This is an optimization exercise on Yosys and OpenROAD, whose aim is small area and a short achievable clock period, not a production implementation.
Function was checked by simulation only, so behaviour that the tests miss may differ from the original.
Power is estimated from default activity; no workload was simulated.

== lane 1 ==
==> flow/design.v (excerpt) <==
module id_stage #(
   parameter logic [31:0] NOP_WORD = 32'h0000_0000
) (
   input  logic        clk,
   input  logic        rst,
   input  logic [31:0] if_instruction,
   input  logic [31:0] if_pc,
   input  logic        freeze,
   input  logic        wb_en,
   input  logic [4:0]  wb_dest,
   input  logic [31:0] wb_value,
   output logic        branch_taken,
   output logic [31:0] branch_address,
   output logic [3:0]  ex_cmd,
   output logic [31:0] ex_val1,
   output logic [31:0] ex_val2,
   output logic [31:0] ex_st_val,
   output logic [4:0]  ex_dest,
   output logic        ex_wb_en,
   output logic        ex_mem_r_en,
   output logic        ex_mem_w_en,
   output logic [31:0] ex_pc
);
Settings: LEC_CHECK=0, CAP_MARGIN=10, CORE_MARGIN=2, CORE_UTILIZATION=40, PLACE_DENSITY=0.6, SETUP_SLACK_MARGIN=3.0, SLEW_MARGIN=10, SYNTH_HIERARCHICAL=1, TNS_END_PERCENT=5; clock period 6.5 ns.
standard.sh (not shown) runs the stock make flow with config.mk's settings and CLKGATE_MAP_FILE= SYNTH_SCRIPT=/design/flow/synth_recipe.tcl, a recipe that flattens the netlist after the stock synthesis.
==> flow/flow/run.sh <==
#!/bin/bash
# Layout: the standard ORFS flow (standard.sh: standard synthesis, floorplan, power
# grid, placement, CTS, routing), with two changes:
#  * ports are buffered with buf_1 instead of the delay cell buffer_ports picks by default
#    (repair_design/repair_timing still resize them where needed);
#  * the clock tree is built from clkbuf_16 in larger sink clusters, without dummy loads.
# Each tool's full output stays under orfs/logs/; make's own output goes to standard.log.
set -euo pipefail
export BUFFER_PORTS_ARGS="-buffer_cell sky130_fd_sc_hd__buf_1"
export CTS_ARGS="-sink_clustering_enable -repair_clock_nets -buf_list sky130_fd_sc_hd__clkbuf_16 -sink_clustering_size 24 -sink_clustering_max_diameter 80 -dont_use_dummy_load"
bash standard.sh > standard.log 2>&1
Lane 1 finished all stages; layout check result: FAIL, due to capacitance limit, slew limit.
Input-level comparison between lane 2 and lane 1:
- SLEW_MARGIN changed from 10 to 20
- CORE_UTILIZATION changed from 40 to 35
- PLACE_DENSITY changed from 0.6 to 0.5
- CAP_MARGIN changed from 10 to 20
Setup TNS came out exactly the same in lane 2 and lane 1.
Against lane 1 as the reference, lane 2 delivers a lower area growth from synthesis to layout.
Lane 2 ended with every stage complete and zero timing, DRC or antenna violations.
From lane 1 to lane 2 the numbers moved as follows: number of clock sinks seen by CTS closely matched the old numbers, power of the clock network went up, core utilization went down 6.1 points.
The following lists how lane 3 was set up differently from lane 2:
diff --git a/flow/flow/run.sh b/flow/flow/run.sh
--- a/flow/flow/run.sh
+++ b/flow/flow/run.sh
@@ -3 +3 @@
-# grid, placement, CTS, routing), with two changes:
+# grid, placement, CTS, routing), with three changes:
@@ -6 +6,3 @@
-#  * the clock tree is built from clkbuf_16 in larger sink clusters, without dummy loads.
+#  * the clock tree is built from clkbuf_16 in larger sink clusters, without dummy loads;
+#  * the resizer may change a cell's footprint when sizing (MATCH_CELL_FOOTPRINT=0), so
+#    flip-flops on critical paths can take a stronger drive.
@@ -10,0 +13 @@
+export MAKEFLAGS="MATCH_CELL_FOOTPRINT=0"
==> results.txt <==
- Lane 2 → lane 3: power stayed essentially flat, slack of the worst reg-to-reg path stayed essentially flat.
- Cell leakage power: lane 3 vs lane 2, no meaningful difference
- Lane 3 vs lane 2 — count of clock buffers in the final design rose 1.
- Compared lane 3 vs lane 2, and largest voltage drop on the vdd net is up in lane 3.
- Delta (lane 3 minus lane 2): via count of the routed design went down 0.68%, top achievable clock speed has decreased.
- Diff lane 2..lane 3 | combinational power share | negligible
- Setup slack: lane 3 less than lane 2
- Launching instance or port of the critical path = wb_value[7]: lane 2; launching instance or port of the critical path = a_q[16]: lane 3
- Routed wire length of lane 3 is on par with lane 2.
#### Input delta (lane 4 over lane 3)
- a change of CAP_MARGIN from 20 to 10
- a change of SLEW_MARGIN from 20 to 10
diff --git a/flow/flow/run.sh b/flow/flow/run.sh
--- a/flow/flow/run.sh
+++ b/flow/flow/run.sh
@@ -3 +3 @@
-# grid, placement, CTS, routing), with three changes:
+# grid, placement, CTS, routing), with two changes:
@@ -6,3 +6 @@
-#  * the clock tree is built from clkbuf_16 in larger sink clusters, without dummy loads;
-#  * the resizer may change a cell's footprint when sizing (MATCH_CELL_FOOTPRINT=0), so
-#    flip-flops on critical paths can take a stronger drive.
+#  * the clock tree is built from clkbuf_16 in larger sink clusters, without dummy loads.
@@ -13 +10,0 @@
-export MAKEFLAGS="MATCH_CELL_FOOTPRINT=0"
Findings:
Of lane 3 and lane 4, the run reporting the higher wire length was lane 4.
The placer's final routability congestion estimate of lane 4 and that of lane 3 are within noise of each other.
Any difference in highest clock rate between lane 3 and lane 4 is small enough to ignore.
Going from lane 3 to lane 4, global-route usage higher; worst setup margin now larger; count of buffers added by post-CTS timing repair for setup went up 130%.
Status: overall power of the completed layout parity (lane 4, lane 3)


id_stage, a different RTL version from the one above (not shown whole).
Size in the first run: about 1300 flip-flops, about 57000 um^2 of cells after synthesis.
export LEC_CHECK = 0
export CAP_MARGIN = 20
export CORE_MARGIN = 2
export CORE_UTILIZATION = 40
export SETUP_SLACK_MARGIN = 3.0
export SLEW_MARGIN = 20
export SYNTH_HIERARCHICAL = 1
create_clock -name core_clock -period 6.5 [get_ports {clk}]
==> flow/flow/run.sh <==
#!/bin/bash
# Layout: the standard ORFS flow (standard.sh: standard synthesis, floorplan, power
# grid, placement, CTS, routing), with two changes:
#  * ports are buffered with buf_1 instead of the delay cell buffer_ports picks by default
#    (repair_design/repair_timing still resize them where needed);
#  * the clock tree is built from clkbuf_8 without dummy loads.
# Each tool's full output stays under orfs/logs/; make's own output goes to standard.log.
set -euo pipefail
export BUFFER_PORTS_ARGS="-buffer_cell sky130_fd_sc_hd__buf_1"
export CTS_ARGS="-sink_clustering_enable -repair_clock_nets -buf_list sky130_fd_sc_hd__clkbuf_8 -dont_use_dummy_load"
bash standard.sh > standard.log 2>&1
Rerun with:
==> flow/run.sh (new file) <==
#!/bin/bash
# synth_recipe.tcl (not shown) runs the flow's synth.tcl, then flattens the netlist and writes it again
# the make line also repeats each setting of config.mk as NAME=value (left out here)
make -C /OpenROAD-flow-scripts/flow DESIGN_CONFIG=/design/flow/config.mk WORK_HOME=/design/flow/orfs CLKGATE_MAP_FILE= SYNTH_SCRIPT=/design/flow/synth_recipe.tcl finish
removed: flow/flow/run.sh
removed: flow/standard.sh
Outcome:
- The changed run passed the timing, DRC and antenna checks
- setup slack got worse by 0.099 ns
- area after synthesis stays the same
- hold slack gains 0.0032 ns
- fmax falls by 2.2%
- design area came out higher by 6.5%
- combinational power increases by about 5%
- critical path depth is unchanged
- power goes up by 13%

[what the ideal ports hide]
Ports are ideal in the flow. The routed layouts listed here were re-timed in OpenROAD.
Step 1 sets driving cells, clkbuf_16 on the clock port and buf_2 on the other inputs (assumed; they add their load-dependent delay and slew).
Step 2 moves the port delays by t, midway between the first and last clock arrival at a register: inputs arrive t later, outputs are due t later. That takes back most of the time a late clock gives input paths.
Three values: no drivers, after step 1, after step 2; two values: the first two.
| run | shift t [ns] | setup WS [ns] | worst setup path at the end | slew at the worst register clock pin (ns) | worst data-port slew with drivers (ns) |
|---|---|---|---|---|---|
| lane 1 | 0.799 | 2.446 / 2.318 / 1.712 | input to register | 0.11 / 0.11 | 0.20 |
| lane 2 | 0.791 | 2.409 / 2.327 / 1.788 | input to register | 0.11 / 0.11 | 0.20 |
| lane 3 | 0.789 | 2.323 / 2.241 / 1.757 | input to register | 0.11 / 0.11 | 0.19 |
| lane 4 | 0.800 | 2.335 / 2.245 / 1.750 | input to register | 0.11 / 0.11 | 0.23 |
| the first run of note 2 | 1.019 | 2.114 / 2.041 / 1.884 | input to register | 0.07 / 0.07 | 0.16 |
| the second run of note 2 | 0.877 | 2.015 / 1.981 / 1.966 | input to register | 0.07 / 0.07 | 0.17 |
The setup slack of lane 1, which loses most, moves by -0.128 ns with the drivers and by -0.734 ns with both steps.
